From an optimization exercise on the open Yosys and OpenROAD flow, aimed at small area, a short achievable clock period and few clock cycles per item; shortcuts taken in it are not production practice.
No run shown here included a check of the RTL's function; only the layout flow was run.
Power figures rest on the tool's default switching activity, not on a simulated workload.

### flow/design.v
`default_nettype none
package rv_m_pkg;
    localparam int unsigned xlen = 32;
    typedef enum logic [2:0] {
        op_mul    = 3'd0,   
        op_mulh   = 3'd1,   
        op_mulhsu = 3'd2,   
        op_mulhu  = 3'd3,   
        op_div    = 3'd4,
        op_divu   = 3'd5,
        op_rem    = 3'd6,
        op_remu   = 3'd7
    } muldiv_op_e;
    localparam int unsigned op_div_bit = 2;
endpackage
`default_nettype wire
`default_nettype none
package muldiv_pkg;
    typedef struct packed {
        logic [2:0]                   op;   
        logic [31:0]                  a;
        logic [31:0]                  b;
    } muldiv_req_t;
    typedef struct packed {
        logic [31:0]                  quotient;
        logic [31:0]                  remainder;
    } div_result_t;
    localparam int unsigned div_iterations = 32;
    localparam int unsigned mul_iterations = 32;
    typedef enum logic [1:0] {
        div_idle, div_init, div_divide, div_finish
    } div_state_e;
    typedef enum logic [1:0] {
        mul_idle, mul_run, mul_finish
    } mul_state_e;
    typedef enum logic [1:0] {
        seq_idle, seq_mul, seq_div
    } seq_state_e;
endpackage
`default_nettype wire
`timescale 1ns/1ps
`default_nettype none
module muldiv_unit (
    input  logic                           clk,
    input  logic                           reset,
    input  logic                           req,
    input  muldiv_pkg::muldiv_req_t        req_data,
    output logic                           busy,
    output logic                           result_valid,
    output logic [rv_m_pkg::xlen-1:0]      result
);
    function automatic logic [5:0] bitlen(input logic [31:0] v);
        logic [15:0] v16;
        logic [7:0]  v8;
        logic [3:0]  v4;
        logic [1:0]  v2;
        logic        z16, z8, z4, z2, z1;
        z16 = ~|v[31:16];
        v16 = z16 ? v[15:0] : v[31:16];
        z8  = ~|v16[15:8];
        v8  = z8 ? v16[7:0] : v16[15:8];
        z4  = ~|v8[7:4];
        v4  = z4 ? v8[3:0] : v8[7:4];
        z2  = ~|v4[3:2];
        v2  = z2 ? v4[1:0] : v4[3:2];
        z1  = ~v2[1];
        if (v == 32'b0)
            bitlen = 6'd0;
        else
            bitlen = 6'd32 - {1'b0, z16, z8, z4, z2, z1};
    endfunction
    typedef enum logic [2:0] {
        st_idle, st_mstep, st_mfin, st_div1, st_dstep, st_dfin
    } state_e;
    state_e       state;
    logic [32:0]  x;        
    logic [31:0]  q;        
    logic [32:0]  d;        
    logic [4:0]   cnt;      
    logic [4:0]   nm1;      
    logic         first;    
    logic [2:0]   op;
    logic         a_neg;    
    logic         triv;     
    logic         bz;       
    logic         bth_one, bth_two, bth_neg;   
    logic         rv;
    logic [2:0]   r_op;
    logic [31:0]  r_a, r_b;
    logic         r_div, r_a_signed, r_b_signed;
    logic [5:0]   la, lb;
    logic [6:0]   kdiff;
    logic         r_bz;
    assign r_op = req_data.op;
    assign r_a  = req_data.a;
    assign r_b  = req_data.b;
    assign r_div      = r_op[2];
    assign r_a_signed = !(r_op[0] && (r_op[1] || r_op[2]));       
    assign r_b_signed = (r_op == 3'd0) || (r_op == 3'd1) || (r_op == 3'd4) || (r_op == 3'd6);
    assign la = bitlen(r_a ^ {32{r_a_signed & r_a[31]}});
    assign lb = bitlen(r_b ^ {32{r_b_signed & r_b[31]}});
    assign r_bz  = (r_b == 32'b0);
    logic        r_swap;
    logic [5:0]  lm;
    logic [32:0] r_ax, r_bx;
    assign r_swap = !r_div && (lb < la);
    assign lm     = r_swap ? lb : la;
    assign r_ax   = {r_a_signed & r_a[31], r_a};
    assign r_bx   = {r_b_signed & r_b[31], r_b};
    assign kdiff = {1'b0, la} - {1'b0, lb}
                   + {6'b0, r_a_signed & r_a[31] & !(r_b_signed & r_b[31])};
    logic last, finishing, accept;
    logic is_rem, q_neg, mul_lo;
    assign is_rem = op[1];
    assign mul_lo = (op[1:0] == 2'd0);
    assign q_neg  = a_neg ^ d[32];
    assign last   = (cnt == 5'd0);
    always_comb begin
        case (state)
            st_mfin:  finishing = 1'b1;
            st_div1:  finishing = triv;
            st_dstep: finishing = last && !is_rem && !q_neg;
            st_dfin:  finishing = 1'b1;
            default:  finishing = 1'b0;
        endcase
    end
    assign busy   = !((state == st_idle) || finishing);
    assign accept = req && !busy;
    logic [34:0] add_a, add_b, sum;
    logic        add_cin;
    logic [34:0] dx;
    logic        u_one, u_two, u_neg;
    assign dx = {{2{d[32]}}, d};
    always_comb begin
        add_a = {{2{x[32]}}, x};
        case (state)
            st_mstep: if (first) add_a = '0;
            st_div1:  begin
                if (triv) add_a = is_rem ? {{2{x[32]}}, x} : (bz ? '1 : '0);
                else      add_a = a_neg ? ~{{2{x[32]}}, x} : {{2{x[32]}}, x};
            end
            st_dfin:  begin
                if (is_rem) add_a = a_neg ? ~{{2{x[32]}}, x} : {{2{x[32]}}, x};
                else        add_a = ~{3'b0, q};
            end
            default: ;
        endcase
        u_one = 1'b0;
        u_two = 1'b0;
        u_neg = 1'b0;
        case (state)
            st_mstep: begin u_one = bth_one; u_two = bth_two; u_neg = bth_neg; end
            st_mfin:  u_one = 1'b1;                  
            st_dstep: begin u_one = 1'b1; u_neg = !d[32]; end   
            default: ;
        endcase
        add_b = ({35{u_one}} & dx) | ({35{u_two}} & {dx[33:0], 1'b0});
        add_b = u_neg ? ~add_b : add_b;
        add_cin = u_neg;
        case (state)
            st_div1: add_cin = !triv && a_neg;
            st_dfin: add_cin = is_rem ? a_neg : 1'b1;
            default: ;
        endcase
    end
    assign sum = add_a + add_b + {34'b0, add_cin};
    logic fits;
    assign fits = !sum[34];
    logic [31:0] fh, fl;
    logic [4:0]  fs;
    logic [63:0] fcat;
    logic [94:0] fsh;
    logic [32:0] fun;
    always_comb begin
        if (state == st_div1) begin
            fh = {d[32], d[32:2]};
            fl = {d[1:0], 30'b0};
            fs = cnt;
        end else if (mul_lo) begin
            fh = x[31:0];
            fl = q;
            fs = {nm1[3:0], 1'b0};
        end else begin
            fh = {32{x[31]}};
            fl = x[31:0];
            fs = {nm1[3:0], 1'b0};
        end
    end
    assign fcat = {fh, fl};
    assign fsh  = {31'b0, fcat} << fs;
    assign fun  = fsh[62:30];
    always_ff @(posedge clk) begin
        if (reset) begin
            state <= st_idle;
            rv    <= 1'b0;
        end else begin
            rv <= finishing;
            if (accept) begin
                state <= r_div ? st_div1 : st_mstep;
            end else begin
                case (state)
                    st_mstep: if (last) state <= st_mfin;
                    st_mfin:  state <= st_idle;
                    st_div1:  state <= triv ? st_idle : st_dstep;
                    st_dstep: if (last) state <= finishing ? st_idle : st_dfin;
                    st_dfin:  state <= st_idle;
                    default:  state <= st_idle;
                endcase
            end
        end
    end
    always_ff @(posedge clk) begin
        if (accept) begin
            x       <= r_swap ? r_bx : r_ax;
            d       <= r_swap ? r_ax : r_bx;
            op      <= r_op;
            first   <= 1'b1;
            a_neg   <= r_div & r_a_signed & r_a[31];
            bz      <= r_bz;
            triv    <= r_bz | kdiff[6];
            if (r_div) begin
                cnt <= kdiff[4:0];
                nm1 <= kdiff[4:0];
            end else begin
                cnt <= lm[5] ? 5'd15 : lm[5:1];   
                nm1 <= lm[5:1];
            end
            bth_one <= r_swap ? r_b[0] : r_a[0];
            bth_two <= r_swap ? (r_b[1] & !r_b[0]) : (r_a[1] & !r_a[0]);
            bth_neg <= r_swap ? r_b[1] : r_a[1];
        end else begin
            case (state)
                st_mstep: begin
                    x     <= sum[34:2];
                    first <= 1'b0;
                    cnt   <= cnt - 5'd1;
                    begin : booth_next
                        logic [2:0] t;
                        t = first ? x[3:1] : q[3:1];
                        bth_one <= t[1] ^ t[0];
                        bth_two <= (t == 3'b011) || (t == 3'b100);
                        bth_neg <= t[2];
                    end
                end
                st_div1: begin
                    if (!triv) begin
                        x <= sum[32:0];
                        d <= fun;
                    end
                end
                st_dstep: begin
                    if (fits)
                        x <= sum[32:0];
                    d   <= {d[32], d[32:1]};
                    cnt <= cnt - 5'd1;
                end
                default: ;
            endcase
        end
        case (state)
            st_mstep: q <= {sum[1:0], first ? x[31:2] : q[31:2]};
            st_mfin:  q <= nm1[4] ? sum[31:0] : fun[31:0];
            st_div1:  q <= triv ? sum[31:0] : 32'b0;
            st_dstep: q <= {q[30:0], fits};
            st_dfin:  q <= sum[31:0];
            default: ;
        endcase
    end
    assign result_valid = rv;
    assign result       = q;
endmodule
`default_nettype wire
### flow/run.sh
#!/bin/bash
# synth_recipe.tcl (not shown) runs the flow's synth.tcl, then flattens the netlist and writes it again
# the make line also repeats each setting of config.mk as NAME=value (left out here)
make -C /OpenROAD-flow-scripts/flow DESIGN_CONFIG=/design/flow/config.mk WORK_HOME=/design/flow/orfs CLKGATE_MAP_FILE= SYNTH_SCRIPT=/design/flow/synth_recipe.tcl finish
### flow/config.mk
export PLATFORM = sky130hd
export DESIGN_NAME = muldiv_unit
export DESIGN_NICKNAME = muldiv_unit
export VERILOG_FILES = /design/flow/design.v
export SDC_FILE = /design/flow/constraint.sdc
export NUM_CORES = 4
export LEC_CHECK = 0
export ABC_CLOCK_PERIOD_IN_PS = 3000
export CAP_MARGIN = 20
export CORE_MARGIN = 2
export CORE_UTILIZATION = 40
export SETUP_SLACK_MARGIN = 1.2
export SLEW_MARGIN = 20
### flow/constraint.sdc
create_clock -name core_clock -period 5.0 [get_ports {clk}]
set_input_delay 1.0000 -clock core_clock [delete_from_list [all_inputs] [get_ports {clk}]]
set_output_delay 1.0000 -clock core_clock [all_outputs]
set_load 0.01 [all_outputs]
==> results.json, run 1 <==
{
  "critPathRequiredTime_ns": 5.19,
  "hold_violations": 0,
  "synth_area_per_cell_um2": 8.00,
  "mostFrequentLayoutCells": "407 x buf_4, 217 x mux2i_1, 203 x nand2_1",
  "clkTransAtPathRegs_ns": 0.06,
  "preCtsSetupSlack_ns": -1.17,
  "grt_max_degree": 65,
  "syn-instance-count": 2077,
  "hold_path.class": "flop to flop",
  "cp-startpoint": "req_data[28]",
  "worst_slew_pin_slew_ns": 1.25,
  "synth_area_um2": 16600,
  "rr_startpoint": "triv",
  "fp.dieW_um": 208,
  "drt_wl_total_um": 86000,
  "max_freq_ghz": 0.190,
  "drive_gt1_frac": 0.352,
  "cts_buffer_depth": 2,
  "cp_data_arrival_time_ns": 5.47,
  "worstSetupPathType": "input port to flop",
  "grt_pass1_wl_um": 124000,
  "drt_pre_antenna_iters": 6,
  "num_rows": 74,
  "core-area_um2": 40900,
  "io_pins": 104,
  "synth_edf_count": 116,
  "drcViolationCount": 0,
  "grt_pass1_vias": 19500,
  "n_antenna_cell": 0,
  "so.violations": "setup timing",
  "cts_buffers": 17,
  "rsz0062_at_grt": "yes",
  "die_area_um2": 43200,
  "max-slew-margin-rel": 0.163,
  "synth_flop_cell": "edfxtp_1",
  "status": "failed layout checks",
  "final_util": 0.596,
  "grtUsageTotal": 0.378,
  "cap_violations": 0,
  "n_fill_cell": 3599,
  "fin_skew_ns": 0.0115,
  "crit_path_max_fanout": 6,
  "cts_max_level": 4,
  "via_per_inst": 6.66,
  "worstHoldStart": "cnt[0]",
  "ctsHoldBuffers": 0,
  "synth_seq_cells": 121,
  "period_share": 1.05,
  "synth_warnings": 1,
  "io_buffers": 103,
  "wl_per_cell_um": 28.1,
  "area_delta_synth_final_pct": 46.8,
  "cts_sinks": 121,
  "hpwl_um": 62800,
  "synth_cell_type_count": 88,
  "p_per_area_nw_per_um2": 544,
  "layout_commonest_cell": "buf_4",
  "p_leak_nw": 10.4,
  "yosysSeqAreaShare": 0.216,
  "grt_overflow": 0,
  "antenna_found_initial": 0,
  "ir_worst_vdd_mv": 0.308,
  "clk_latency_ns": 0.46,
  "slew_viol_final": 0,
  "end_kind": "flop",
  "die_h_um": 208,
  "postRouteAntennaNets": 0,
  "cts_tree": "built",
  "setup_violations": 80,
  "vias": 20400,
  "async_flop_share": 0,
  "syn_nets": 2202,
  "gp_congestion": 1.03,
  "finalNetCount": 2641,
  "timing.final.ws_setup_ns": -0.273,
  "initial_core_util": 0.406,
  "critPathLaunchType": "input port",
  "drt_iter0_markers": 2502,
  "cts-root-buf": "clkbuf_16",
  "period_minus_slack_ns": 5.27
}
Yosys cell counts, types with 22 or more instances:
cell	count	area [um2]
mux2i_1	239	2390
nand2_1	216	811
a21oi_1	206	1030
clkbuf_1	138	518
nor2_1	135	507
edfxtp_1	116	3480
o21ai_0	96	480
a211oi_1	64	480
a21o_1	59	443
mux2_2	58	653
ha_1	52	651
and3_1	48	300
inv_1	43	161
xor2_1	42	368
nor3_1	41	205
a22oi_1	40	300
o221ai_1	34	298
nand3_1	30	150
nand4_1	25	156
xnor2_1	23	201
o211ai_1	22	165
through the flow:
| step | TNS [ns] | cells | hold WS, ns | area (um2) | power (mW) |
|---|---|---|---|---|---|
| after CTS | -7.50 | 3021 | 0.736 | 23200 | 12.2 |
| after global placement | -84.23 | 2914 | 0.715 | 20900 | 10.0 |
| final | -13.68 | 3061 | 0.755 | 24400 | 13.3 |
| after floorplan | -13.82 | 2077 | 0.648 | 17100 | 6.89 |
| after global routing | -23.30 | 3061 | 0.766 | 24400 | 13.7 |
| after detailed placement | -90.65 | 2914 | 0.712 | 20900 | 10.1 |
routing by layer:
layer | vias to the layer above | routed length [um] | GRT usage
met4 | 0 | 5190 | 0.190
met3 | 333 | 9710 | 0.0799
met5 | - | 0 | 0
met1 | 9768 | 32300 | 0.481
met2 | 1457 | 38700 | 0.604
li1 | 8814 | - | -
power by group:
group	switching, mW	internal (mW)
clock	0.520	0.724
sequential	0.763	1.67
combinational	5.41	4.16
total	6.70	6.55
state kept, by name, summed over array words and instances (netlist names):
| register | count |
|---|---|
| d | 33 |
| x | 33 |
| q | 32 |
| cnt | 5 |
| nm1 | 5 |
| state | 3 |
| op | 2 |
| a_neg | 1 |
| bth_neg | 1 |
| bth_one | 1 |
| bth_two | 1 |
| bz | 1 |
| first | 1 |
| rv | 1 |
| triv | 1 |
path summary, 6_finish.rpt:
| kind | to | slack, ns | cells past startpoint |
|---|---|---|---|
| hold / removal | cnt[0] | 0.76 | 3 |
| setup reg to reg | x[18] | 0.12 | 21 |
| setup / recovery | d[24] | -0.27 | 23 |
| hold reg to reg | cnt[0] | 0.76 | 3 |
logic make-up (layout without fill, tap and decap cells):
kind of cell    Yosys count  count (layout)  synth area share
simple gates            610             610             0.176
buf+inv                 218             670            0.0564
flops                   121             121             0.216
compound gates          711             711             0.291
xor+xnor                 65              65            0.0343
fa+ha+maj                55              55            0.0428
mux                     297             297             0.183
what timing repair did:
action,CTS,global route
pin swaps,100,82
endpoints found under the setup margin,146,145
gates resized for setup,259,199
buffers inserted,66,39
cloned,9,1
critical path, stage by stage:
cell,delay [ns]
buf_6,0.09
or3_4,0.37
or4_4,0.56
o21a_4,0.18
buf_4,0.15
o311ai_4,0.30
o311ai_4,0.14
a2bb2o_4,0.26
buf_4,0.10
a21boi_2,0.05
buf_6,0.13
ha_4,0.23
and4_4,0.15
a211oi_4,0.21
a21boi_2,0.20
a31o_2,0.14
o21ai_2,0.07
o31ai_4,0.26
buf_4,0.17
clkbuf_16,0.15
buf_4,0.14
mux2i_1,0.29
a21oi_1,0.10
layout make-up:
class                           count  area (um2)  area share
Clock buffer                       18         429      0.0176
Clock inverter                     14         131     0.00539
Inverter                           43         161     0.00662
Multi-Input combinational cell   1738       14100       0.577
Sequential cell                   121        3590       0.147
Tap cell                          532         666      0.0273
Timing Repair Buffer              595        5320       0.218
==> run 2: changes to the inputs <==
--- a/flow/config.mk
+++ b/flow/config.mk
@@ -10,4 +10,3 @@
 export CORE_MARGIN = 2
 export CORE_UTILIZATION = 40
-export SETUP_SLACK_MARGIN = 1.2
 export SLEW_MARGIN = 20
==> run 2 against run 1 <==
  * Still fails the layout checks on setup timing
  * Via count fell by 2.5%
  * Sequential share of layout area rose by 0.69 points
  * First-iteration DRC count fell by 8.8%
  * Die area did not move
  * Core utilization fell by 2.8 points
  * Clock skew rose by 0.0015 ns
  * Worst hold slack got worse by 0.047 ns
  * Highest routed layer is now met5
==> results.json, run 2 <==
{
  "status": "failed layout checks",
  "so.violations": "setup timing",
  "rsz0062_at_grt": "yes",
  "hpwl_um": 63300,
  "crit_path_max_fanout": 7,
  "synth_top_family_by_area": "compound AO/OA/AOI/OAI gates",
  "design_area_um2": 23200,
  "slew_viol_final": 0,
  "layout_commonest_cell": "buf_4",
  "dpl_cell_area_um2": 20700,
  "placed_cells": 2918,
  "fp.dieW_um": 208,
  "period_share": 1.04,
  "grt_pass1_vias": 18800,
  "cts_sinks": 121,
  "cts_max_level": 4,
  "setup_violations": 76,
  "grt_overflow": 0,
  "hold_path.class": "flop to flop",
  "synth_area_per_cell_um2": 8.00,
  "holdWs_ns": 0.708,
  "synth_fa_ha_area_frac": 0.0428,
  "drt_pre_antenna_iters": 7,
  "drive_gt1_frac": 0.311,
  "die_h_um": 208,
  "synth_area_um2": 16600,
  "via_per_inst": 6.59,
  "io_pins": 104,
  "cp_data_arrival_time_ns": 5.36,
  "cts_buffers": 17,
  "end_kind": "flop",
  "worstSetupPathType": "input port to flop",
  "drcViolationCount": 0,
  "postRouteAntennaNets": 0,
  "async_flop_share": 0,
  "cap_violations": 0,
  "synth_edf_count": 116,
  "fin_cells": 3017,
  "wl_per_cell_um": 27.7,
  "max_freq_ghz": 0.193,
  "gp_congestion": 1.02,
  "synth_compound_area_frac": 0.291,
  "synth_flop_cell": "edfxtp_1",
  "p_per_area_nw_per_um2": 521,
  "die_area_um2": 43200,
  "yosysSeqAreaShare": 0.216,
  "max-slew-margin-rel": 0.240,
  "top_regs": "d (33), x (33), q (32)",
  "synth_xor_area_frac": 0.0343,
  "ys_top_cells_by_count": "239 x mux2i_1, 216 x nand2_1, 206 x a21oi_1",
  "clk_latency_ns": 0.45,
  "critPathRequiredTime_ns": 5.17,
  "io_buffers": 103,
  "preCtsSetupSlack_ns": -1.26,
  "grt_pass1_wl_um": 121000,
  "cts-root-buf": "clkbuf_16",
  "synth.most_common_cell": "mux2i_1",
  "synth_top_cell_area_share": 0.210,
  "syn-instance-count": 2077,
  "synth_warnings": 1,
  "drt_iter0_markers": 2283,
  "drt_wl_total_um": 83600,
  "area_delta_synth_final_pct": 39.9,
  "grtUsageTotal": 0.366,
  "hold_violations": 0,
  "yosys-top-cells-area": "edfxtp_1 21%, mux2i_1 14%, a21oi_1 6.2%",
  "num_rows": 74,
  "ir_worst_vdd_mv": 0.361,
  "worst_slew_pin_slew_ns": 1.14,
  "finalNetCount": 2594,
  "fin_skew_ns": 0.0129,
  "vias": 19900,
  "cts_tree": "built",
  "period_minus_slack_ns": 5.19,
  "synth-simple-area-share": 0.176,
  "synth_mux_area_frac": 0.183,
  "cts_buffer_depth": 2,
  "mostFrequentLayoutCells": "394 x buf_4, 210 x nand2_1, 201 x mux2i_1",
  "synth_cell_type_count": 88,
  "core-area_um2": 40900,
  "antenna_found_initial": 2,
  "clkTransAtPathRegs_ns": 0.06,
  "synth_top_cell_by_area": "edfxtp_1",
  "critPathLaunchType": "input port",
  "syn_nets": 2202,
  "synth_seq_cells": 121,
  "initial_core_util": 0.406,
  "grt_max_degree": 71,
  "timing.final.ws_setup_ns": -0.187,
  "setup_tns_ns": -8.17,
  "p_leak_nw": 9.88
}
[run 2: cell count changes in the layout (fill, tap and decap cells not counted), moves of 8 or more]
cell	previous run	this run
buf_6	62	30
mux2i_4	6	19
a21oi_1	165	180
a21oi_2	33	23
buf_4	407	394
dlygate4sd2_1	6	14
o221ai_2	12	2
ha_1	39	47
mux2i_1	217	201
dlymetal6s2s_1	29	13
o221ai_1	22	32
o21ai_0	66	81
[run 2: cell type report]
class | instances | area, um2
Inverter | 43 | 161
Clock buffer | 19 | 433
Fill cell | 3768 | 17700
Sequential cell | 121 | 3580
Clock inverter | 13 | 169
Timing Repair Buffer | 548 | 4760
Antenna cell | 3 | 7.51
Tap cell | 532 | 666
Multi-Input combinational cell | 1738 | 13500
[run 2: cells by family (layout without fill, tap and decap cells)]
logic type	after synthesis	in the layout
xor+xnor	65	65
fa+ha+maj	55	55
buf+inv	218	623
mux	297	297
other cells	0	3
simple gates	610	610
flops	121	121
compound gates	711	711
[run 2: worst max-delay path, cell delays in order]
cell             delay, ns
clkdlybuf4s50_1       0.51
or4_4                 0.51
o21a_4                0.21
buf_6                 0.13
o31a_1                0.26
o21bai_4              0.18
o311ai_4              0.29
a31oi_2               0.14
nor2_2                0.15
nor2_4                0.07
ha_4                  0.17
a211oi_2              0.20
a21boi_2              0.20
a31o_2                0.14
o21ai_2               0.07
o31ai_4               0.28
buf_6                 0.15
clkbuf_16             0.18
buf_12                0.13
mux2i_4               0.25
mux2i_1               0.12
[run 2: what timing repair did]
action | in CTS | in global routing
setup endpoints to repair | 114 | 124
setup buffers | 28 | 30
resized for setup | 186 | 188
hold endpoints to repair | 0 | 0
pin swaps | 53 | 62
cloned | 2 | 7
hold buffers | 0 | 0
[run 2: layer usage]
layer  GRT usage  routed length [um]  up-vias
met1       0.485               33000     9689
met4       0.149                3960        2
li1            -                   -     8739
met3      0.0635                8330      227
met2       0.588               38300     1214
met5           0                  13        -
[run 2: final timing paths]
path | startpoint | slack [ns] | depth (start not counted) | end
hold reg to reg | cnt[2] | 0.71 | 2 | cnt[2]
setup reg to reg | triv | 0.04 | 22 | x[2]
hold / removal | cnt[2] | 0.71 | 2 | cnt[2]
setup / recovery | req_data[23] | -0.19 | 21 | bth_neg
[run 2: stage by stage]
stage               total power, mW  utilization
floorplan                      6.69            -
global placement               9.78        0.506
detailed placement             9.84        0.506
CTS                            11.3        0.540
global route                   12.6        0.568
finish                         12.1        0.568
[run 2: power by group]
part           internal (mW)  switching (mW)  total (mW)  leakage [nW]
registers               1.67           0.696        2.36          1.16
logic                   3.50            4.91        8.42          8.45
clock network          0.788           0.545        1.33         0.281
total                   5.96            6.15        12.1          9.88

-- static timing again, ports no longer ideal --
How much do the figures lean on ideal ports? The routed layouts below were timed once more, with nothing changed but the port constraints.
Step 1: set_driving_cell puts a clkbuf_16 on clk and a buf_2 on each other input, an assumption about the parent block.
Step 2, shift: input delay + t, output delay - t, t = (earliest + latest rising clock arrival at the registers) / 2. This alone moves slack from input paths to output paths.
Three values: no drivers, after step 1, after step 2; two values: the first two.
run | t (ns) | slack for setup (ns) | worst slew at a driven data input, ns
run 1 | 0.506 | -0.273 / -0.249 / -0.755 | 0.05
run 2 | 0.498 | -0.187 / -0.173 / -0.672 | 0.06
The setup slack of run 2, which loses most, moves by +0.014 ns with the drivers and by -0.485 ns with both steps.
